Source: an optimization exercise on an open RTL-to-GDS flow (aim: small area, a short achievable clock period and few clock cycles per item). Production flows keep margins and buffers that such runs may drop. At most, simulation tests tie the RTL to the original design; equivalence was not proved. Function not checked in run 1: the RTL went through the layout flow alone. Power figures rest on the tool's default switching activity, not on a simulated workload.

File: flow/config.mk
export PLATFORM = sky130hd
export DESIGN_NAME = pdee_top
export DESIGN_NICKNAME = pdee_top
export VERILOG_FILES = /design/flow/design.v
export SDC_FILE = /design/flow/constraint.sdc
export NUM_CORES = 4
export LEC_CHECK = 0
export CAP_MARGIN = 20
export CORE_MARGIN = 2
export CORE_UTILIZATION = 60
export CTS_BUF_LIST = sky130_fd_sc_hd__clkbuf_8
export SETUP_SLACK_MARGIN = 5
export SLEW_MARGIN = 20
File: flow/constraint.sdc
create_clock -name core_clock -period 10.0 [get_ports {clk}]
set_input_delay 2.0000 -clock core_clock [delete_from_list [all_inputs] [get_ports {clk}]]
set_output_delay 2.0000 -clock core_clock [all_outputs]
set_load 0.01 [all_outputs]
File: flow/design.v
package pdee_pkg;
  localparam int STACK_DEPTH   = 64;
  localparam int DATA_W        = 32;
  localparam int CHAR_W        = 8;
  localparam int DEPTH_FIELD_W = 7;
  localparam int STATUS_W      = 3;
  localparam int FAST_N = 14;
  localparam int RING_N = STACK_DEPTH - 2 - FAST_N;
  localparam logic [STATUS_W-1:0] ST_OK        = 3'd0;
  localparam logic [STATUS_W-1:0] ST_IGNORED   = 3'd1;
  localparam logic [STATUS_W-1:0] ST_OVERFLOW  = 3'd2;
  localparam logic [STATUS_W-1:0] ST_UNDERFLOW = 3'd3;
  localparam logic [STATUS_W-1:0] ST_DIVZERO   = 3'd4;
  typedef struct packed {
    logic       clr;
    logic       dig;
    logic       add;
    logic       sub;
    logic       mul;
    logic       div;
    logic [3:0] val;
  } pdee_chr_t;
  localparam logic [2:0] S_IDLE = 3'd0;   
  localparam logic [2:0] S_MUL  = 3'd1;   
  localparam logic [2:0] S_DIV  = 3'd2;   
  localparam logic [2:0] S_DFIX = 3'd3;   
endpackage
module pdee_div2
(
  input  logic [3:0] rem_in,    
  input  logic [1:0] num,       
  input  logic [3:0] div,       
  output logic [3:0] rem_out,
  output logic [1:0] quo
);
  logic [4:0] t1;
  logic [4:0] d1;
  logic [3:0] r1;
  logic [4:0] t0;
  logic [4:0] d0;
  assign t1      = {rem_in, num[1]};
  assign d1      = t1 - {1'b0, div};
  assign quo[1]  = (t1 >= {1'b0, div});
  assign r1      = quo[1] ? d1[3:0] : t1[3:0];
  assign t0      = {r1, num[0]};
  assign d0      = t0 - {1'b0, div};
  assign quo[0]  = (t0 >= {1'b0, div});
  assign rem_out = quo[0] ? d0[3:0] : t0[3:0];
endmodule
module pdee_udivtab
(
  input  logic [3:0] a,
  input  logic [3:0] b,
  output logic [3:0] q
);
  localparam logic [1023:0] TAB = {
    256'h11111111223357f001111111222347e000111111122346d000011111122346c0,
    256'h00001111112235b000000111112235a000000011111234900000000111122480,
    256'h0000000011112370000000000111236000000000001112500000000000011240,
    256'h0000000000001130000000000000012000000000000000100000000000000000
  };
  assign q = TAB[{a, b} * 4 +: 4];
endmodule
module pdee_inbuf
(
  input  logic                        clk,
  input  logic                        rst,
  input  logic                        in_valid,
  output logic                        in_ready,
  input  logic [pdee_pkg::CHAR_W-1:0] in_char,
  input  logic                        in_clear_first,
  input  logic                        consume,    
  output logic                        hv,         
  output pdee_pkg::pdee_chr_t         hc          
);
  logic                sv;
  pdee_pkg::pdee_chr_t sc;
  pdee_pkg::pdee_chr_t ic;
  logic                acc;
  logic                free_h;
  always_comb begin
    ic.clr = in_clear_first;
    ic.dig = (in_char[7:4] == 4'h3) && (in_char[3:0] <= 4'd9);
    ic.add = (in_char == 8'h2B);
    ic.sub = (in_char == 8'h2D);
    ic.mul = (in_char == 8'h2A);
    ic.div = (in_char == 8'h2F);
    ic.val = in_char[3:0];
  end
  assign acc    = in_valid && in_ready;
  assign free_h = !hv || consume;
  always_ff @(posedge clk) begin
    if (rst) begin
      hv       <= 1'b0;
      sv       <= 1'b0;
      in_ready <= 1'b1;
    end else begin
      if (free_h) begin
        hv <= sv || acc;
        sv <= 1'b0;
      end else if (acc) begin
        sv <= 1'b1;
      end
      in_ready <= free_h || !(sv || acc);
    end
  end
  always_ff @(posedge clk) begin
    if (free_h) begin
      hc <= sv ? sc : ic;
    end
    if (!free_h && acc) begin
      sc <= ic;
    end
  end
endmodule
module pdee_stackmem
(
  input  logic                        clk,
  input  logic                        rst,
  input  logic [pdee_pkg::FAST_N-1:0] fast_we,    
  input  logic                        ring_we,
  input  logic [pdee_pkg::DATA_W-1:0] wdata,
  input  logic [6:0]                  rd_addr,    
  output logic [pdee_pkg::DATA_W-1:0] rd_fast,
  output logic [pdee_pkg::DATA_W-1:0] rd_ring,
  output logic [5:0]                  phase
);
  localparam int DW = pdee_pkg::DATA_W;
  localparam int FN = pdee_pkg::FAST_N;
  localparam int RN = pdee_pkg::RING_N;
  logic [DW-1:0] fast [FN];
  logic [DW-1:0] ring [RN];
  always_ff @(posedge clk) begin
    for (int i = 0; i < FN; i++) begin
      if (fast_we[i]) fast[i] <= wdata;
    end
  end
  always_comb begin
    rd_fast = '0;
    for (int i = 0; i < FN; i++) begin
      rd_fast = rd_fast | (fast[i] & {DW{rd_addr == 7'(i)}});
    end
  end
  always_ff @(posedge clk) begin
    for (int i = 0; i < RN - 1; i++) begin
      ring[i] <= ring[i+1];
    end
    ring[RN-1] <= ring_we ? wdata : ring[0];
  end
  assign rd_ring = ring[0];
  always_ff @(posedge clk) begin
    if (rst || phase == 6'(RN - 1)) begin
      phase <= '0;
    end else begin
      phase <= phase + 6'd1;
    end
  end
endmodule
module pdee_top
(
  input  logic                               clk,
  input  logic                               rst,
  input  logic                               in_valid,
  output logic                               in_ready,
  input  logic [pdee_pkg::CHAR_W-1:0]        in_char,
  input  logic                               in_clear_first,
  output logic                               out_valid,
  input  logic                               out_ready,
  output logic [pdee_pkg::DATA_W-1:0]        out_top,
  output logic [pdee_pkg::DEPTH_FIELD_W-1:0] out_depth,
  output logic [pdee_pkg::STATUS_W-1:0]      out_status
);
  localparam int DW = pdee_pkg::DATA_W;
  localparam int FN = pdee_pkg::FAST_N;
  localparam int RN = pdee_pkg::RING_N;
  function automatic logic [2:0] booth(input logic [2:0] b);
    logic one;
    logic two;
    logic neg;
    one  = b[1] ^ b[0];
    two  = (b == 3'b100) || (b == 3'b011);
    neg  = b[2] && !(b[1] && b[0]);
    booth = {neg, two, one};
  endfunction
  function automatic logic [DW-1:0] brow(input logic [2:0] d, input logic [DW-1:0] x);
    brow = ((x & {DW{d[0]}}) | ({x[DW-2:0], 1'b0} & {DW{d[1]}})) ^ {DW{d[2]}};
  endfunction
  logic                hv;
  pdee_pkg::pdee_chr_t hc;
  logic                consume;
  pdee_inbuf u_in (
    .clk            (clk),
    .rst            (rst),
    .in_valid       (in_valid),
    .in_ready       (in_ready),
    .in_char        (in_char),
    .in_clear_first (in_clear_first),
    .consume        (consume),
    .hv             (hv),
    .hc             (hc)
  );
  logic [DW-1:0] T;
  logic [DW-1:0] N;
  logic [DW-1:0] A;       
  logic [6:0]    cnt;
  logic [2:0]    st;
  logic [2:0]    state;
  logic [5:0]    k;
  logic          sgn;
  logic          rs;      
  logic          bp;      
  logic          f_lt2;     
  logic          f_full;    
  logic          f_pdeep;   
  logic          f_odeep;   
  logic          m_push;    
  logic          m_pop;     
  assign out_top    = T;
  assign out_depth  = cnt;
  assign out_status = st;
  logic [FN-1:0] fast_we;
  logic          ring_we;
  logic [DW-1:0] rd_fast;
  logic [DW-1:0] rd_ring;
  logic [5:0]    phase;
  pdee_stackmem u_mem (
    .clk     (clk),
    .rst     (rst),
    .fast_we (fast_we),
    .ring_we (ring_we),
    .wdata   (N),
    .rd_addr (cnt - 7'd3),
    .rd_fast (rd_fast),
    .rd_ring (rd_ring),
    .phase   (phase)
  );
  logic          push_ok;
  logic          pop_ok;
  logic [DW-1:0] memrd;
  assign push_ok = hc.clr || !f_pdeep || m_push;
  assign pop_ok  = !f_odeep || m_pop;
  assign memrd   = f_odeep ? rd_ring : rd_fast;
  logic idle;
  logic in_mul;
  logic in_div;
  logic is_op;
  logic full;
  logic under;
  logic t_small4;    
  logic t_mfast;     
  logic t_small;     
  logic t_zero;
  logic n_small;     
  assign idle     = (state == pdee_pkg::S_IDLE);
  assign in_mul   = (state == pdee_pkg::S_MUL);
  assign in_div   = (state == pdee_pkg::S_DIV);
  assign is_op    = hc.add || hc.sub || hc.mul || hc.div;
  assign full     = !hc.clr && f_full;
  assign under    = hc.clr || f_lt2;
  assign t_small4 = (T[31:4] == '0);
  assign t_mfast  = (T[31:3] == '0);
  assign t_small  = t_small4 || ((T[31:4] == '1) && (T[3:0] != '0));
  assign t_zero   = t_small4 && (T[3:0] == '0);
  assign n_small  = (N[31:4] == '0) || ((N[31:4] == '1) && (N[3:0] != '0));
  logic          ymode;    
  logic [2:0]    bd0;
  logic [2:0]    bd1;
  logic [DW-1:0] r0;
  logic [DW-1:0] r1;
  assign ymode = (idle && (hc.mul || hc.div)) || in_mul || (state == pdee_pkg::S_DFIX);
  always_comb begin
    if (idle && hc.div)                 bd0 = {N[31], 1'b0, 1'b1};
    else if (state == pdee_pkg::S_DFIX) bd0 = {sgn, 1'b0, 1'b1};
    else                                bd0 = booth({T[1:0], in_mul && bp});
  end
  assign bd1 = booth({1'b0, T[2:1]});
  assign r0  = brow(bd0, N);
  assign r1  = brow(bd1, {N[DW-3:0], 2'b00});
  logic          ts;
  logic [DW-1:0] shA;
  logic [DW-1:0] ax;
  logic [DW-1:0] ay;
  logic          aci;
  logic [DW:0]   as;
  assign shA = {A[DW-2:0], N[DW-1]};
  assign ts  = in_div ? (rs ? T[31] : !T[31]) : hc.sub;
  always_comb begin
    if (idle && hc.mul)       ax = r1;
    else if (idle && !hc.div) ax = N;
    else if (in_div)          ax = rs ? A : shA;
    else if (in_mul)          ax = A;
    else                      ax = '0;
  end
  assign ay  = ymode ? r0 : (T ^ {DW{ts}});
  assign aci = ymode ? bd0[2] : ts;
  assign as = {1'b0, ax} + {1'b0, ay} + {{DW{1'b0}}, aci};
  logic [3:0]    n_mag4;
  logic [3:0]    t_mag4;
  logic [3:0]    fq;
  logic [4:0]    fq5;
  logic [DW-1:0] fdiv;
  assign n_mag4 = N[31] ? (4'd0 - N[3:0]) : N[3:0];
  assign t_mag4 = T[31] ? (4'd0 - T[3:0]) : T[3:0];
  pdee_udivtab u_fdiv (
    .a (n_mag4),
    .b (t_mag4),
    .q (fq)
  );
  assign fq5  = (N[31] ^ T[31]) ? (5'd0 - {1'b0, fq}) : {1'b0, fq};
  assign fdiv = t_small ? {{(DW-5){fq5[4]}}, fq5} : '0;
  logic [3:0] nr;
  logic [1:0] nq;
  pdee_div2 u_ndiv (
    .rem_in  (A[3:0]),
    .num     (N[31:30]),
    .div     (t_mag4),
    .rem_out (nr),
    .quo     (nq)
  );
  logic out_free;
  logic go;
  assign out_free = !out_valid || out_ready;
  assign go       = hv && idle && out_free;
  logic do_push;      
  logic do_pop;       
  logic do_mslow;     
  logic do_dslow;     
  logic ok_now;       
  logic commit_idle;
  assign do_push  = hc.dig && !full;
  assign do_mslow = hc.mul && !under && !t_mfast;
  assign do_dslow = hc.div && !under && !t_zero && !n_small;
  assign do_pop   = is_op && !under && !do_mslow && !do_dslow;
  assign ok_now   = do_push ? push_ok : (do_pop ? pop_ok : 1'b1);
  assign commit_idle = go && ok_now && !do_mslow && !do_dslow;
  logic mul_last;
  logic commit_mul;
  logic commit_div;
  assign mul_last   = (T[31:1] == '0) || (T[31:1] == '1);
  assign commit_mul = in_mul && mul_last && pop_ok;
  assign commit_div = (state == pdee_pkg::S_DFIX) && pop_ok;
  assign consume    = commit_idle || commit_mul || commit_div;
  logic wr_req;
  assign wr_req  = hv && idle && hc.dig && !hc.clr && !f_lt2 && !f_full;
  assign ring_we = wr_req && f_pdeep && m_push;
  always_comb begin
    for (int i = 0; i < FN; i++) begin
      fast_we[i] = wr_req && (cnt == 7'(i + 2));
    end
  end
  logic          a_zero;
  logic          dv_skip16;
  logic          dv_skip8;
  logic          dv_skip4;
  logic          dv_nib;
  logic [5:0]    k_next;
  assign a_zero    = (A == '0);
  assign dv_skip16 = a_zero && (N[31:16] == '0) && (k >= 6'd16);
  assign dv_skip8  = !dv_skip16 && a_zero && (N[31:24] == '0) && (k >= 6'd8);
  assign dv_skip4  = !dv_skip16 && !dv_skip8 && a_zero && (N[31:28] == '0) && (k >= 6'd4);
  assign dv_nib    = !dv_skip16 && !dv_skip8 && !dv_skip4 && t_small;
  assign k_next    = k - (dv_skip16 ? 6'd16 : (dv_skip8 ? 6'd8 : (dv_skip4 ? 6'd4 :
                         (dv_nib ? 6'd2 : 6'd1))));
  logic [6:0] cnt_next;
  logic [5:0] phase_next;
  always_comb begin
    cnt_next = cnt;
    if (commit_idle) begin
      if (do_push)      cnt_next = (hc.clr ? 7'd0 : cnt) + 7'd1;
      else if (do_pop)  cnt_next = cnt - 7'd1;
      else if (hc.clr)  cnt_next = 7'd0;
    end else if (commit_mul || commit_div) begin
      cnt_next = cnt - 7'd1;
    end
    if (rst) cnt_next = 7'd0;
  end
  assign phase_next = (rst || phase == 6'(RN - 1)) ? 6'd0 : phase + 6'd1;
  always_ff @(posedge clk) begin
    cnt     <= cnt_next;
    f_lt2   <= (cnt_next < 7'd2);
    f_full  <= (cnt_next == 7'd64);
    f_pdeep <= (cnt_next >= 7'(FN + 2));
    f_odeep <= (cnt_next >= 7'(FN + 3));
    m_push  <= (7'(phase_next) == cnt_next - 7'(FN + 2));
    m_pop   <= (7'(phase_next) == cnt_next - 7'(FN + 3));
  end
  always_ff @(posedge clk) begin
    if (rst) begin
      state     <= pdee_pkg::S_IDLE;
      T         <= '0;
      A         <= '0;
      out_valid <= 1'b0;
    end else begin
      if (consume) begin
        out_valid <= 1'b1;
      end else if (out_ready) begin
        out_valid <= 1'b0;
      end
      unique case (state)
        pdee_pkg::S_IDLE: begin
          if (commit_idle) begin
            if (hc.dig) begin
              if (full) begin
                st <= pdee_pkg::ST_OVERFLOW;
              end else begin
                st <= pdee_pkg::ST_OK;
                T  <= {28'd0, hc.val};
                N  <= T;
              end
            end else if (is_op) begin
              if (under) begin
                st <= pdee_pkg::ST_UNDERFLOW;
                if (hc.clr) T <= '0;
              end else begin
                st <= (hc.div && t_zero) ? pdee_pkg::ST_DIVZERO : pdee_pkg::ST_OK;
                T  <= hc.div ? fdiv : as[DW-1:0];
                N  <= memrd;
              end
            end else begin
              st <= pdee_pkg::ST_IGNORED;
              if (hc.clr) T <= '0;
            end
          end else if (go && do_mslow) begin
            A     <= as[DW-1:0];
            N     <= {N[DW-4:0], 3'd0};
            T     <= {{3{T[DW-1]}}, T[DW-1:3]};
            bp    <= 1'b0;
            state <= pdee_pkg::S_MUL;
          end else if (go && do_dslow) begin
            N     <= as[DW-1:0];
            sgn   <= N[31] ^ T[31];
            rs    <= 1'b0;
            k     <= 6'd32;
            state <= pdee_pkg::S_DIV;
          end
        end
        pdee_pkg::S_MUL: begin
          if (commit_mul) begin
            st    <= pdee_pkg::ST_OK;
            T     <= as[DW-1:0];
            N     <= memrd;
            A     <= '0;
            state <= pdee_pkg::S_IDLE;
          end else begin
            A  <= as[DW-1:0];
            N  <= {N[DW-3:0], 2'd0};
            T  <= {{2{T[DW-1]}}, T[DW-1:2]};
            bp <= T[1];
          end
        end
        pdee_pkg::S_DIV: begin
          if (rs) begin
            A  <= as[DW-1:0];
            rs <= 1'b0;
          end else if (dv_skip16) begin
            N <= {N[15:0], 16'd0};
          end else if (dv_skip8) begin
            N <= {N[23:0], 8'd0};
          end else if (dv_skip4) begin
            N <= {N[DW-5:0], 4'd0};
          end else if (dv_nib) begin
            A <= {28'd0, nr};
            N <= {N[DW-3:0], nq};
          end else begin
            A  <= as[DW-1:0];
            N  <= {N[DW-2:0], as[DW]};
            rs <= !as[DW];
          end
          if (!rs) begin
            k <= k_next;
            if (k_next == 6'd0) begin
              state <= pdee_pkg::S_DFIX;
            end
          end
        end
        pdee_pkg::S_DFIX: begin
          if (commit_div) begin
            st    <= pdee_pkg::ST_OK;
            T     <= as[DW-1:0];
            N     <= memrd;
            A     <= '0;
            state <= pdee_pkg::S_IDLE;
          end
        end
        default: begin
          state <= pdee_pkg::S_IDLE;
        end
      endcase
    end
  end
endmodule
File: flow/run.sh
#!/bin/bash
# synth_recipe.tcl (not shown) runs the flow's synth.tcl, then flattens the netlist and writes it again
# the make line also repeats each setting of config.mk as NAME=value (left out here)
make -C /OpenROAD-flow-scripts/flow DESIGN_CONFIG=/design/flow/config.mk WORK_HOME=/design/flow/orfs CLKGATE_MAP_FILE= SYNTH_SCRIPT=/design/flow/synth_recipe.tcl finish
==> results.txt, run 1 <==
The flow ran to the end and the layout has no timing, DRC or antenna violations. The CTS H-tree depth came out at 5. The global route total overflow came out at 0. The number of flops mapped to enable cells by yosys came out at 512.

The relative slew slack is 0.231. Counting the fill cells in the layout gives 7354. The via count of the first global-routing pass came out at 38200. The half-perimeter wire length after placement is approximately 90 mm. The max-capacitance violation count is 0. The average cell area after synthesis came out at between 10 and 15 sq um. The TritonCTS sink count came out at 2137.

The worst supply voltage drop on vdd is just under 0.7 mV. The delay of the slowest cell on the worst path came out at 0.37 ns. The leakage power total came out at between 0.02 and 0.03 uW. The total met2 wirelength after detailed routing came out at a little under 70 mm. The power per cell area is 392 mW/mm^2. The placeable core area came out at 0.105 sq mm. The net switching component of the power is 11200 uW. Relative to the synthesized area, the layout overhead comes to 15.7%.

The die outline area is 0.109 sq mm. After synthesis, the share of flip-flops with an asynchronous set or reset is 0. The routed design has 159 mm of wire.

Setup repair after global routing could not meet its margin everywhere. The share of synthesized area occupied by flip-flops and latches is 0.752. The biggest area contributor in the post-synthesis netlist is dfxtp_1.

The maximum net fanout on the critical path is 6. The worst register-to-register path has a depth of 25. The number of nets in the finished design is 5065. For the worst-skew pair, the clock arrives at the later sink with an insertion delay of 0.96 ns. The pin count of the biggest net entering global routing came out at 66. By count the netlist is led by dfxtp_1, edfxtp_1, a21oi_1. The clock slew at the register clock pins of the worst setup and hold paths came out at about 0.080 ns. Summing over every cut layer, the via total after detailed routing is approximately 39000. The total count of hold-check failures in the final report is 0. The path type of the worst min-delay path is reg2reg. Setup total negative slack on the finished layout was measured at 0 ns.

The tree is rooted in a clkbuf_8. The endpoint kind of the worst setup timing path is a register. Across the routed clock network, the largest skew measured is 0.0646 ns. The number of cells after detailed placement came out at about 6000. The final critical path time including I/O delays and setup is 4.99 ns. The DRC marker count from the first detailed-route iteration came out at about 5000. The die width is roughly 330 microns. From bottom edge to top edge, the die measures around 330 microns.

The internal power of the cells totals approximately 18000 uW. Based on the critical path, the design can be clocked at up to between 200 and 250 MHz. The number of cells in the finished layout apart from fillers came out at around 6600. The total I/O pin count came out at 57. Synthesis inferred between 2000 and 2500 register bits. The final critical-path share of the clock period is 0.499.

The ratio of routed vias to standard cells came out at 5.97. The post-synthesis net count is between 4000 and 5000. The remaining routing DRC violations came out at 0. The cell depth of the worst hold path is 0. The relative contribution of combinational cells to total power came out at 0.422.

The number of buffers inserted for hold repair after clock tree synthesis came out at 0. The launching element type of the critical path is a register. The switching part of the total is 0.387. The initialized floorplan defines about 120 standard-cell rows. For the worst setup path, the data arrival time is between 5 and 6 ns.

For the pin with the worst max-slew slack, the measured transition is ~1.2 ns. Of the total power, registers draw 0.343. During synthesis, Yosys emitted a total of 5 warnings. Yosys attributes the largest share of cell area to dfxtp_1, edfxtp_1, a22oi_1, a21oi_1, nor2_1.

The first-pass GRT wire length came out at about 240 mm. dfxtp_1 is the most common cell in the netlist. At the worst endpoint, the required time is approximately 11 ns. TritonCTS built the clock tree.

The number of pins with negative max-slew slack in the final report is 0. The number of different library cells in the post-synthesis netlist is 98. The total met3 wirelength after detailed routing came out at around 17 mm. Total power for the finished layout comes to a little under 30000 uW. Synthesis handed over a netlist of 4700 instances. Routability-driven placement finished with a final weighted congestion of approximately 0.96.

The uppermost layer routed is met4. The kind of critical path is reg2reg. On the critical path, the stage with the largest delay is an instance of or3_1. The maximum root-to-sink buffer count is 4.

The detail-routed net length per standard cell is between 20 and 25 microns. The number of antenna-violating nets in the routed design came out at 0. The fraction of layout instances using a drive strength above 1 came out at 0.166.

The commonest register cell after synthesis is dfxtp_1. Once layout is complete, the utilization of the core stands at 0.700. The overall track demand over capacity in global routing came out at 0.290.

The share of the synthesized area in the top cell type came out at 0.511. After synthesis the cells add up to approximately 0.064 sq mm. The number of search-and-repair iterations in the first detailed-routing pass came out at 10.

The number of antenna violations at the first check in global routing is 4. The share of power burned in the clock network is 0.235. Buffers placed on the I/O ports in this run total between 50 and 60.

The TritonCTS buffer count came out at between 300 and 400. The routed length on met1 is between 60 and 70 mm. Setup violations remaining at the end of the flow were counted as 0. The initial cell density of the core came out at 0.605.
[sequential cells by signal, summed over array words and instances, names as in the netlist, 2 cells and up]
name / flops
T: 32
k: 6
A: 32
state: 2
st: 3
u_in.hc: 10
u_in.sc: 10
N: 32
u_mem.ring: 1536
cnt: 7
u_mem.fast: 448
u_mem.phase: 6
[cell type report]
| type | instances | area, sq um | share of cell area |
|---|---|---|---|
| flip-flops and latches | 2137 | 47900 | 0.650 |
| repair buffers | 230 | 2130 | 0.0290 |
| inverters | 61 | 262 | 0.00355 |
| repair inverters | 1 | 5.00 | 0.0000679 |
| clock buffers | 394 | 5420 | 0.0735 |
| well taps | 1391 | 1740 | 0.0236 |
| diodes | 1 | 2.50 | 0.0000339 |
| clock inverters | 163 | 880 | 0.0119 |
| multi-input cells | 2225 | 15400 | 0.208 |
[cell families after synthesis]
logic type / after synthesis / synth area share
flops: 2137 / 0.752
compound gates: 1087 / 0.117
simple gates: 857 / 0.0642
buf+inv: 341 / 0.0216
xor+xnor: 125 / 0.0172
mux: 82 / 0.0140
fa+ha+maj: 71 / 0.0145
[power groups by stage]
stage / Sequential, uW / Clock, uW / Combinational, uW
floorplan: 9970 / 0 / 6840
global placement: 10100 / 0 / 10000
detailed placement: 10100 / 0 / 10100
CTS: 9880 / 6970 / 10900
global route: 9920 / 7320 / 12900
finish: 9920 / 6790 / 12200
[placed cells by master (no fill, tap or decap), types with 23 or more instances in the layout]
master              n
o211ai_1           30
buf_4             152
nor3_1             45
nor4_1             27
a211oi_1           29
edfxtp_1          512
ha_1               57
a21oi_1           260
and3_1             23
xnor2_1            94
nor2_1            224
nand3_1            78
clkbuf_8          395
o22ai_1            42
dfxtp_1          1621
mux2_2             46
nor2_2             23
nand2_1           236
inv_1             140
a22oi_1           246
o21ai_0           119
clkdlybuf4s50_1    55
a31oi_1            50
clkinv_2           31
a221oi_1           63
nand4_1            66
a21o_1             35
a222oi_1           40
mux2i_1            33
[worst max-delay path, delay by kind of cell, from the launching register on]
kind                       cells  cell delay (ns)
xor gates and xnor gates       1             0.14
and+or+nand+nor                8             1.66
DFF                            1             0.35
buffers and inverters          5             0.64
AOI/OAI and AO/OA              9             1.47
adders and majority gates      2             0.51
[through the flow]
step | instance area (sq um) | setup WS, ns | hold slack (ns)
floorplan | 63800 | 5.04 | 0.310
global placement | 66000 | 3.14 | 0.310
detailed placement | 66000 | 3.06 | 0.312
CTS | 73100 | 5.00 | 0.265
global route | 73700 | 4.80 | 0.276
finish | 73700 | 5.01 | 0.271
[per-layer routing]
metal | global-route usage | vias up
li1 | - | 17700
met1 | 0.403 | 18900
met2 | 0.427 | 2279
met3 | 0.0710 | 580
met4 | 0.149 | 0
met5 | 0 | -
[worst paths after layout]
| kind | start | endpoint | slack, ns |
|---|---|---|---|
| max | state[0]$_SDFFE_PP0P_ | N[0]$_DFFE_PP_ | 5.01 |
| min reg2reg | u_mem.ring[37][29]$_DFF_P_ | u_mem.ring[36][29]$_DFF_P_ | 0.27 |
| max reg2reg | state[0]$_SDFFE_PP0P_ | N[0]$_DFFE_PP_ | 5.01 |
| min | u_mem.ring[37][29]$_DFF_P_ | u_mem.ring[36][29]$_DFF_P_ | 0.27 |
[timing repair]
item | CTS | global route
endpoints found under the setup margin | 102 | 62
pin swaps | 28 | 50
cloned | 9 | 0
resized for setup | 80 | 98
setup buffers | 39 | 18
==> run 2, diff against run 1 <==
--- a/flow/design.v
+++ b/flow/design.v
@@ -207,7 +207,6 @@
   logic [2:0]    state;
   logic [5:0]    k;
   logic          sgn;
-  logic          rs;      
   logic          bp;      
   logic          f_lt2;     
   logic          f_full;    
@@ -258,24 +257,39 @@
   assign full     = !hc.clr && f_full;
   assign under    = hc.clr || f_lt2;
   assign t_small4 = (T[31:4] == '0);
-  assign t_mfast  = (T[31:3] == '0);
+  assign t_mfast  = t_small4 || (T[31:3] == '1);
   assign t_small  = t_small4 || ((T[31:4] == '1) && (T[3:0] != '0));
   assign t_zero   = t_small4 && (T[3:0] == '0);
   assign n_small  = (N[31:4] == '0) || ((N[31:4] == '1) && (N[3:0] != '0));
-  logic          ymode;    
+  logic          bmode;    
   logic [2:0]    bd0;
   logic [2:0]    bd1;
+  logic          take2;
   logic [DW-1:0] r0;
   logic [DW-1:0] r1;
-  assign ymode = (idle && (hc.mul || hc.div)) || in_mul || (state == pdee_pkg::S_DFIX);
+  logic [DW-1:0] r2;
+  logic [DW-1:0] cs_s;
+  logic [DW-1:0] cs_c;
+  assign bmode = (idle && (hc.mul || hc.div)) || in_mul || (state == pdee_pkg::S_DFIX);
   always_comb begin
-    if (idle && hc.div)                 bd0 = {N[31], 1'b0, 1'b1};
-    else if (state == pdee_pkg::S_DFIX) bd0 = {sgn, 1'b0, 1'b1};
-    else                                bd0 = booth({T[1:0], in_mul && bp});
+    if (idle && hc.div) begin
+      bd0 = {N[31], 1'b0, 1'b1};
+      bd1 = 3'b000;
+    end else if (state == pdee_pkg::S_DFIX) begin
+      bd0 = {sgn, 1'b0, 1'b1};
+      bd1 = 3'b000;
+    end else begin
+      bd0 = booth({T[1:0], in_mul && bp});
+      bd1 = booth(T[3:1]);
+    end
   end
-  assign bd1 = booth({1'b0, T[2:1]});
-  assign r0  = brow(bd0, N);
-  assign r1  = brow(bd1, {N[DW-3:0], 2'b00});
+  assign take2 = idle && hc.mul && T[3] && !T[4];
+  assign r0    = brow(bd0, N);
+  assign r1    = brow(bd1, {N[DW-3:0], 2'b00});
+  assign r2    = in_mul ? A : (take2 ? {N[DW-5:0], 4'd0} : '0);
+  assign cs_s  = r0 ^ r1 ^ r2;
+  assign cs_c  = {((r0[DW-2:0] & r1[DW-2:0]) | (r0[DW-2:0] & r2[DW-2:0]) |
+                   (r1[DW-2:0] & r2[DW-2:0])), bd0[2]};
   logic          ts;
   logic [DW-1:0] shA;
   logic [DW-1:0] ax;
@@ -283,16 +297,18 @@
   logic          aci;
   logic [DW:0]   as;
   assign shA = {A[DW-2:0], N[DW-1]};
-  assign ts  = in_div ? (rs ? T[31] : !T[31]) : hc.sub;
+  assign ts  = in_div ? !T[31] : hc.sub;
   always_comb begin
-    if (idle && hc.mul)       ax = r1;
-    else if (idle && !hc.div) ax = N;
-    else if (in_div)          ax = rs ? A : shA;
-    else if (in_mul)          ax = A;
-    else                      ax = '0;
+    if (bmode) begin
+      ax  = cs_s;
+      ay  = cs_c;
+      aci = bd1[2];
+    end else begin
+      ax  = in_div ? shA : N;
+      ay  = T ^ {DW{ts}};
+      aci = ts;
+    end
   end
-  assign ay  = ymode ? r0 : (T ^ {DW{ts}});
-  assign aci = ymode ? bd0[2] : ts;
   assign as = {1'b0, ax} + {1'b0, ay} + {{DW{1'b0}}, aci};
   logic [3:0]    n_mag4;
   logic [3:0]    t_mag4;
@@ -336,7 +352,7 @@
   logic mul_last;
   logic commit_mul;
   logic commit_div;
-  assign mul_last   = (T[31:1] == '0) || (T[31:1] == '1);
+  assign mul_last   = (T[31:3] == '0) || (T[31:3] == '1);
   assign commit_mul = in_mul && mul_last && pop_ok;
   assign commit_div = (state == pdee_pkg::S_DFIX) && pop_ok;
   assign consume    = commit_idle || commit_mul || commit_div;
@@ -422,14 +438,13 @@
             end
           end else if (go && do_mslow) begin
             A     <= as[DW-1:0];
-            N     <= {N[DW-4:0], 3'd0};
-            T     <= {{3{T[DW-1]}}, T[DW-1:3]};
-            bp    <= 1'b0;
+            N     <= {N[DW-5:0], 4'd0};
+            T     <= {{4{T[DW-1]}}, T[DW-1:4]};
+            bp    <= T[3] && T[4];
             state <= pdee_pkg::S_MUL;
           end else if (go && do_dslow) begin
             N     <= as[DW-1:0];
             sgn   <= N[31] ^ T[31];
-            rs    <= 1'b0;
             k     <= 6'd32;
             state <= pdee_pkg::S_DIV;
           end
@@ -443,16 +458,13 @@
             state <= pdee_pkg::S_IDLE;
           end else begin
             A  <= as[DW-1:0];
-            N  <= {N[DW-3:0], 2'd0};
-            T  <= {{2{T[DW-1]}}, T[DW-1:2]};
-            bp <= T[1];
+            N  <= {N[DW-5:0], 4'd0};
+            T  <= {{4{T[DW-1]}}, T[DW-1:4]};
+            bp <= T[3];
           end
         end
         pdee_pkg::S_DIV: begin
-          if (rs) begin
-            A  <= as[DW-1:0];
-            rs <= 1'b0;
-          end else if (dv_skip16) begin
+          if (dv_skip16) begin
             N <= {N[15:0], 16'd0};
           end else if (dv_skip8) begin
             N <= {N[23:0], 8'd0};
@@ -462,15 +474,12 @@
             A <= {28'd0, nr};
             N <= {N[DW-3:0], nq};
           end else begin
-            A  <= as[DW-1:0];
-            N  <= {N[DW-2:0], as[DW]};
-            rs <= !as[DW];
+            A <= as[DW] ? as[DW-1:0] : shA;
+            N <= {N[DW-2:0], as[DW]};
           end
-          if (!rs) begin
-            k <= k_next;
-            if (k_next == 6'd0) begin
-              state <= pdee_pkg::S_DFIX;
-            end
+          k <= k_next;
+          if (k_next == 6'd0) begin
+            state <= pdee_pkg::S_DFIX;
           end
         end
         pdee_pkg::S_DFIX: begin
--- a/flow/config.mk
+++ b/flow/config.mk
@@ -7,7 +7,6 @@
 export LEC_CHECK = 0
 export CAP_MARGIN = 20
 export CORE_MARGIN = 2
-export CORE_UTILIZATION = 60
-export CTS_BUF_LIST = sky130_fd_sc_hd__clkbuf_8
+export CORE_UTILIZATION = 40
 export SETUP_SLACK_MARGIN = 5
 export SLEW_MARGIN = 20
==> results.txt, run 2 <==
The post-route total power is between 20000 and 30000 uW. The CTS H-tree depth is 4. The largest registers in the layout are u_mem.ring (1536), u_mem.fast (448). The average cell area after synthesis came out at 13.3 sq um.

The max-capacitance violation count is 0. Setup repair after global routing could not meet its margin everywhere. In the layout the commonest cells are dfxtp_1, edfxtp_1, nand2_1.

The synthesized design spends more area on one cell type than any other, namely dfxtp_1. The gate count of the mapped netlist came out at ~5000. The area of the mapped netlist came out at approximately 0.065 sq mm. Headroom to the max-slew limit came out at 0.150.

The register bank with the most flops is u_mem.ring. The register bit count reported by yosys came out at between 2000 and 2500. The TritonCTS sink count came out at about 2100. The power per cell area is ~360 mW/mm^2. The worst supply voltage drop on vdd came out at approximately 0.52 mV. The number of cells after detailed placement is a little under 7000. The DRC marker count from the first detailed-route iteration is about 4800. The number of nets in the finished design is 5189. The pin count of the biggest net entering global routing came out at 73. The share of the synthesized area in the top cell type came out at 0.500.

The critical path starts at state[0]$_SDFFE_PP0P_. The via count of the first global-routing pass is a little under 40000. The critical path required time is ~11 ns.

The path type of the worst min-delay path is reg2reg. The switching part of the total came out at 0.369. Counting instances in the post-synthesis netlist gives the leading cell types as dfxtp_1, edfxtp_1, nand2_1. The post-synthesis net count came out at approximately 5000.

Based on the critical path, the design can be clocked at up to between 150 and 200 MHz. The weighted congestion reported at the end of routability-driven placement came out at approximately 0.92. The die width is between 400 and 500 microns. The initial cell density of the core came out at 0.404.

The clock slew at the register clock pins of the worst setup and hold paths is ~0.070 ns. The ratio of routed vias to standard cells came out at between 5 and 6. The global route total overflow came out at 0. Adding up every negative setup slack in the final design gives 0 ns. The transition time at the pin with the least slew margin is roughly 1.3 ns. The number of flip-flops under the largest register name came out at 1536. The number of buffers inserted for hold repair after clock tree synthesis is 0. The most used flip-flop cell after synthesis is dfxtp_1.

The critical path is of the reg2reg type. The chip height is about 410 microns. The TritonCTS buffer count is 190. The final critical-path share of the clock period came out at 0.553. The maximum root-to-sink buffer count came out at 3.

The cell sitting at the root of the clock tree is a clkbuf_16. STA classifies the critical path endpoint as a register. The maximum net fanout on the critical path is 14.

The area growth from synthesis to layout came out at 18.9%. 57 I/O pins were placed. Across every metal layer, demand over resource in global routing totals 0.194. The post-route clock skew came out at 0.0885 ns.

The most common cell in the synthesized netlist is dfxtp_1. In this run the most critical hold path is launched from u_mem.ring[28][24]$_DFF_P_. The first-pass GRT wire length is around 250 mm. The number of cells in the finished layout apart from fillers is 7397. The remaining routing DRC violations came out at 0. The most common cell after layout, fill and taps aside is dfxtp_1.

The number of input and output port buffers inserted came out at between 50 and 60. The later pin in the worst-skew pair is clocked with a latency of 0.83 ns. The number of different library cells in the post-synthesis netlist is 96.

The number of core rows came out at ~150. After detailed routing, the total wire length is roughly 170 mm. TritonCTS built the clock tree. The share of synthesized area occupied by flip-flops and latches is 0.736. The yosys synthesis warning count is 5. In this run the critical register-to-register path is launched from state[0]$_SDFFE_PP0P_. The number of search-and-repair iterations in the first detailed-routing pass came out at 9. The total via count in the routed design came out at 40200. The number of pins with negative max-slew slack in the final report came out at 0. The fraction of layout instances using a drive strength above 1 came out at 0.161.

After detailed placement, the total cell area comes to roughly 0.068 sq mm. The core occupancy in the finished layout came out at 0.481. The number of antenna violations at the first check in global routing came out at 5. The net switching component of the power is around 10000 uW. The share of power burned in the clock network came out at 0.269.

The leakage power total is between 0.02 and 0.03 uW. The number of flops mapped to enable cells by yosys came out at roughly 510. The total internal power came out at ~18000 uW.

The arrival time of data at the critical path endpoint is ~6.1 ns. The half-perimeter wire length after placement is a little over 90 mm. The worst setup path is launched from a register. Sorting the synthesized cells by area gives the leading types as dfxtp_1, edfxtp_1, a22oi_1, a21oi_1, nand2_1.

The floorplan step defined a die boundary enclosing ~0.17 sq mm. The final critical path time including I/O delays and setup is between 5 and 6 ns. The detail-routed net length per standard cell came out at roughly 22 microns. Of the total power, combinational logic draws 0.380. The flow ran to the end and the layout has no timing, DRC or antenna violations. The number of antenna-violating nets in the routed design is 0. The total count of hold-check failures in the final report came out at 0. The core region is around 0.16 sq mm. The sequential fraction of design power came out at 0.351.

After routing the design area is between 0.07 and 0.08 sq mm. The async set-or-reset flop fraction in the synthesized netlist came out at 0. The final number of setup-violating endpoints came out at 0.
[run 2: changes by cell type in the layout (fill, tap and decap cells not counted), moves of 31 or more]
cell       previous run  this run
nand2_1             236       298
buf_4               152       186
inv_1               140        68
fa_1                  3        34
clkbuf_8            395        42
clkbuf_16             0       202
[run 2: worst max-delay path: stages, from the launching register on]
cell	delay (ns)
dfxtp_4	0.39
inv_8	0.08
buf_4	0.14
nand2_2	0.13
o21ai_4	0.28
buf_6	0.17
nor2_4	0.05
buf_12	0.13
bufbuf_16	0.29
a22oi_1	0.23
xnor2_1	0.17
fa_1	0.45
a21oi_1	0.22
ha_4	0.27
a21o_1	0.23
a21o_1	0.20
a21o_1	0.21
a2111o_1	0.41
a31oi_4	0.25
o221ai_4	0.21
nand3_4	0.16
buf_4	0.15
nand2_4	0.08
a221oi_2	0.34
nor3_1	0.10
[run 2: cells by family after synthesis]
logic type | Yosys count | share of synthesized area
flops | 2136 | 0.736
xor+xnor | 147 | 0.0198
simple gates | 962 | 0.0699
compound gates | 1088 | 0.114
fa+ha+maj | 102 | 0.0238
buf+inv | 383 | 0.0235
mux | 78 | 0.0131
[run 2: layout make-up]
cell class | instances | area (sq um)
diodes | 1 | 2.50
inverters | 83 | 347
well taps | 2160 | 2700
flip-flops and latches | 2136 | 47900
repair inverters | 1 | 6.26
clock inverters | 83 | 990
multi-input cells | 2381 | 17000
fillers | 13900 | 83600
clock buffers | 271 | 5670
repair buffers | 281 | 2710
[run 2: power groups by stage]
stage               Sequential, uW  Combinational (uW)  Clock, uW
detailed placement            9970                8190          0
floorplan                     9890                5380          0
global route                  9780               11100       8000
finish                        9780               10600       7490
global placement              9970                8140          0
CTS                           9750                9420       7660
[run 2: layer usage]
| metal | routed length [microns] | global-route usage |
|---|---|---|
| met4 | 7250 | 0.0904 |
| met5 | 13 | 0 |
| met1 | 71000 | 0.275 |
| met2 | 69700 | 0.282 |
| met3 | 17900 | 0.0462 |
[run 2: path summary, 6_finish.rpt]
path / to / slack, ns / depth (start not counted)
setup / recovery: A[4]$_SDFFE_PP0P_ / 4.47 / 24
setup reg to reg: A[4]$_SDFFE_PP0P_ / 4.47 / 24
hold reg to reg: u_mem.ring[27][24]$_DFF_P_ / 0.28 / 0
hold / removal: u_mem.ring[27][24]$_DFF_P_ / 0.28 / 0
[run 2: metrics by stage]
stage	hold WS, ns	worst slack, ns
floorplan	0.310	4.53
global placement	0.310	3.08
detailed placement	0.312	3.03
CTS	0.269	4.63
global route	0.262	4.33
finish	0.282	4.47
[run 2: what timing repair did]
| action | CTS | global route |
|---|---|---|
| hold endpoints to repair | 0 | 0 |
| buffers inserted | 72 | 25 |
| gates resized for setup | 158 | 84 |
| cloned | 11 | 4 |
| setup endpoints to repair | 109 | 86 |
| pin swaps | 58 | 37 |
Testbench counts of run 2, summed over its fixed seeds: cycles 5,119, items 4,800.
==> run 3, diff against run 2 <==
==> flow/flow/run.sh (new file) <==
#!/bin/bash
set -euo pipefail
sed -e 's/SETUP_SLACK_MARGIN=[0-9.]*/SETUP_SLACK_MARGIN=7/' standard.sh > standard_margin.sh
bash standard_margin.sh > standard_margin.log 2>&1
==> flow/standard.sh (new file) <==
#!/bin/bash
# synth_recipe.tcl (not shown) runs the flow's synth.tcl, then flattens the netlist and writes it again
# the make line also repeats each setting of config.mk as NAME=value (left out here)
make -C /OpenROAD-flow-scripts/flow DESIGN_CONFIG=/design/flow/config.mk WORK_HOME=/design/flow/orfs CLKGATE_MAP_FILE= SYNTH_SCRIPT=/design/flow/synth_recipe.tcl "${@:-finish}"
removed: flow/run.sh
==> results.txt, run 3 <==
The tightest min-delay check is of the reg2reg type. The placeable core area is 0.161 sq mm. Each instance of the synthesized netlist takes up on average about 13 sq um. The first global-routing pass estimated about 260 mm of wire. The library cells used most frequently in the layout, excluding fill and tap cells, are dfxtp_1, edfxtp_1, buf_4. The number of flops mapped to enable cells by yosys came out at between 500 and 600. The aggregate routed wire length came out at approximately 180 mm.

The CTS H-tree depth is 4. The register bit count reported by yosys is around 2100. The number of cells on the worst reg-to-reg path is 28.

The delay of the slowest cell on the worst path came out at around 0.54 ns. Of the total synthesized cell area, the portion taken by full adders, half adders and majority gates is 0.0238. The clock slew at the register clock pins of the worst setup and hold paths came out at approximately 0.07 ns. The number of pins with negative max-slew slack in the final report is 0. The chip height is a little over 400 microns.

Setup repair after global routing could not meet its margin everywhere. The fraction of the mapped netlist area in compound gates is 0.114. The launch point of the critical path is state[0]$_SDFFE_PP0P_. The half-perimeter wire length after placement came out at roughly 94 mm. The final number of setup-violating endpoints is 0. The leakage power total is 0.0307 uW. Counting instances in the post-synthesis netlist gives the leading cell types as dfxtp_1, edfxtp_1, nand2_1. The transition time at the pin with the least slew margin is around 1.1 ns. The gate count of the mapped netlist is 4896. The TritonCTS sink count came out at between 2000 and 2500. The launching element type of the critical path is a register.

Following the worst setup path forward leads to its endpoint at N[0]$_DFFE_PP_. The relative slew slack came out at 0.298. The DRC marker count from the first detailed-route iteration came out at between 4000 and 5000. Across the routed clock network, the largest skew measured is 0.0747 ns. The area of the mapped netlist came out at around 0.065 sq mm.

The register bank with the most flops is u_mem.ring. The number of antenna violations at the first check in global routing is 5. Of all nets on the critical path, the largest fanout is 5.

Data on the critical path is required at its endpoint by 10.53 ns. The post-synthesis net count came out at between 5000 and 6000. The share of the Yosys chip area taken by registers is 0.736. Yosys attributes the largest share of cell area to dfxtp_1, edfxtp_1, a22oi_1, a21oi_1, nand2_1. The largest individual stage delay along the critical path comes from the cell fa_1. The final design instance area without fill came out at slightly above 0.08 sq mm. The arrival time of data at the critical path endpoint came out at 5.98 ns. The total I/O pin count is 57.

The async set-or-reset flop fraction in the synthesized netlist is 0. In this run, distinct cell masters in the synthesized netlist total 96. The root buffer cell is clkbuf_16. The overall track demand over capacity in global routing came out at 0.203. The TritonCTS buffer count is ~190.

The CTS tree is done. The worst setup path is captured at a register. The insertion delay to the later sink of the worst-skew pair came out at ~0.84 ns. The power per cell area is roughly 370 mW/mm^2. The slack of the worst reg-to-reg path came out at 4.55 ns. The biggest area contributor in the post-synthesis netlist is dfxtp_1. The run finished with no timing, DRC or antenna violations. In this run the critical register-to-register path is captured at N[0]$_DFFE_PP_. The number of core rows came out at around 150. The final critical-path share of the clock period is 0.545. The placed instances occupy a cell area of between 0.06 and 0.07 sq mm.

The most used flip-flop cell after synthesis is dfxtp_1. For this run the aggregate overflow at the end of global routing stands at 0. The via count of the first global-routing pass came out at about 40000. Of the post-synthesis cell area, the dominant cell type holds 0.500.

The register with the most flip-flops in the layout has around 1500 of them. The area growth from synthesis to layout is 26.2%. The final critical path time including I/O delays and setup came out at between 5 and 6 ns. The weighted congestion reported at the end of routability-driven placement is approximately 0.91.

The post-synthesis mux area share came out at 0.0131. The ratio of routed vias to standard cells came out at 5.48. The summed negative setup slack over all endpoints came out at 0 ns. The post-synthesis share of cell area spent on and, or, nand and nor gates is 0.0699. From left edge to right edge, the die measures 407 microns. The maximum root-to-sink buffer count is 3. The most frequent cell after synthesis is dfxtp_1. The combinational family with the most area after synthesis is compound AO/OA/AOI/OAI gates.

The worst supply voltage drop on vdd came out at 0.439 mV. The fraction of layout instances using a drive strength above 1 is 0.244. Leaving out fill and tap cells, the most frequent cell in the layout is dfxtp_1. The post-synthesis share of cell area spent on xor and xnor gates came out at 0.0198. Summing internal, switching and leakage power gives around 30000 uW. The number of fill cells came out at ~13000. The number of antenna-violating nets in the routed design is 0. The total count of hold-check failures in the final report is 0. The die covers 0.166 sq mm.

The pin count of the biggest net entering global routing came out at 73. For this configuration, the core starts out at a cell density of 0.404. The core occupancy in the finished layout came out at 0.510.

The number of input and output port buffers inserted is 56. The remaining routing DRC violations is 0. The timing-limited maximum frequency is 184 MHz. The total via count in the routed design came out at between 40000 and 50000. Before antenna repair, the detailed router went through 13 iterations. The yosys synthesis warning count is 5. The number of nets in the finished design came out at 5495. The detail-routed net length per standard cell came out at between 20 and 25 microns.

In this run the critical register-to-register path is launched from state[0]$_SDFFE_PP0P_. By startpoint and endpoint, the worst setup path is classified as reg2reg. The max-capacitance violation count came out at 0. The largest registers in the layout are u_mem.ring (1536), u_mem.fast (448).
## run 3: area by class of cell
type                    count  area (sq um)  area share
repair buffers            581          6170      0.0752
multi-input cells        2386         18200       0.222
flip-flops and latches   2136         48000       0.585
diodes                      6          15.0    0.000183
repair inverters            1          6.26   0.0000762
clock inverters            93          1170      0.0142
inverters                  83           385     0.00469
clock buffers             264          5400      0.0658
well taps                2160          2700      0.0329
## run 3: worst min path at each step
stage                              startpoint                        end  cells after the start
floorplan            u_mem.ring[1][0]$_DFF_P_   u_mem.ring[0][0]$_DFF_P_                      0
detailed placement  u_mem.ring[1][12]$_DFF_P_  u_mem.ring[0][12]$_DFF_P_                      0
global placement    u_mem.ring[7][17]$_DFF_P_  u_mem.ring[6][17]$_DFF_P_                      0
CTS                 u_mem.ring[33][7]$_DFF_P_  u_mem.ring[32][7]$_DFF_P_                      0
global route        u_mem.ring[33][7]$_DFF_P_  u_mem.ring[32][7]$_DFF_P_                      0
finish              u_mem.ring[33][7]$_DFF_P_  u_mem.ring[32][7]$_DFF_P_                      0
## run 3: power by group
group / leakage [uW] / total, uW / internal [uW] / switching, uW
clock network: 0.00324 / 7470 / 4270 / 3200
registers: 0.0178 / 9680 / 9420 / 264
logic: 0.00967 / 13400 / 5520 / 7870
## run 3: what timing repair did
action,in CTS,in global routing
cloned,22,10
hold buffers,0,0
resized for setup,669,210
setup buffers,264,126
pin swaps,137,101
endpoints found under the setup margin,660,676
## run 3: kinds of logic (layout without fill, tap and decap cells)
kind of cell	after synthesis	in the layout
compound gates	1088	1088
xor+xnor	147	147
fa+ha+maj	102	102
buf+inv	383	1022
flops	2136	2136
mux	78	78
other cells	0	6
simple gates	962	971
## run 3: layer usage
| metal | global-route usage | wire length (microns) |
|---|---|---|
| met5 | 0 | 13 |
| met4 | 0.106 | 10700 |
| met3 | 0.0627 | 21400 |
| met2 | 0.294 | 73800 |
| met1 | 0.272 | 72000 |
## run 3: critical path, delay by kind of cell (launching register included)
kind,cells,cell delay (ns)
AOI/OAI and AO/OA,12,2.33
and+or+nand+nor,5,0.47
adders and majority gates,4,1.28
xor gates and xnor gates,1,0.16
DFF,1,0.38
buffers and inverters,6,0.59
## run 3: per-stage QoR
step                std cells  setup slack, ns  hold slack, ns
floorplan                4896             4.52           0.310
global placement         6925             3.11           0.310
detailed placement       6925             3.04           0.312
CTS                      7568             4.65           0.288
global route             7705             4.41           0.295
finish                   7710             4.55           0.286

==> re-timing with driven ports <==
The flow's constraints put no driver on any port. The routed layouts listed below were extracted and timed again, unchanged, in two steps. Step 1: set_driving_cell puts a clkbuf_16 on clk and a buf_2 on each other input, an assumption about the parent block. Step 2, shift: input delay + t, output delay - t, t = (earliest + latest rising clock arrival at the registers) / 2. This alone moves slack from input paths to output paths. Three values: ideal, step 1, step 2; two values: the first two.
| run | t (ns) | setup slack, ns | hold WS [ns] | worst setup path at the end |
|---|---|---|---|---|
| run 1 | 0.998 | 5.014 / 5.014 / 4.439 | 0.271 / 0.271 / 0.271 | input to register |
| run 2 | 0.872 | 4.467 / 4.467 / 4.440 | 0.282 / 0.282 / 0.282 | input to register |
| run 3 | 0.893 | 4.551 / 4.551 / 4.551 | 0.286 / 0.286 / 0.286 | register to register |
After both steps setup and hold are still met in every run listed. The setup slack of run 1, which loses most, moves by 0.000 ns with the drivers and by -0.575 ns with both steps.
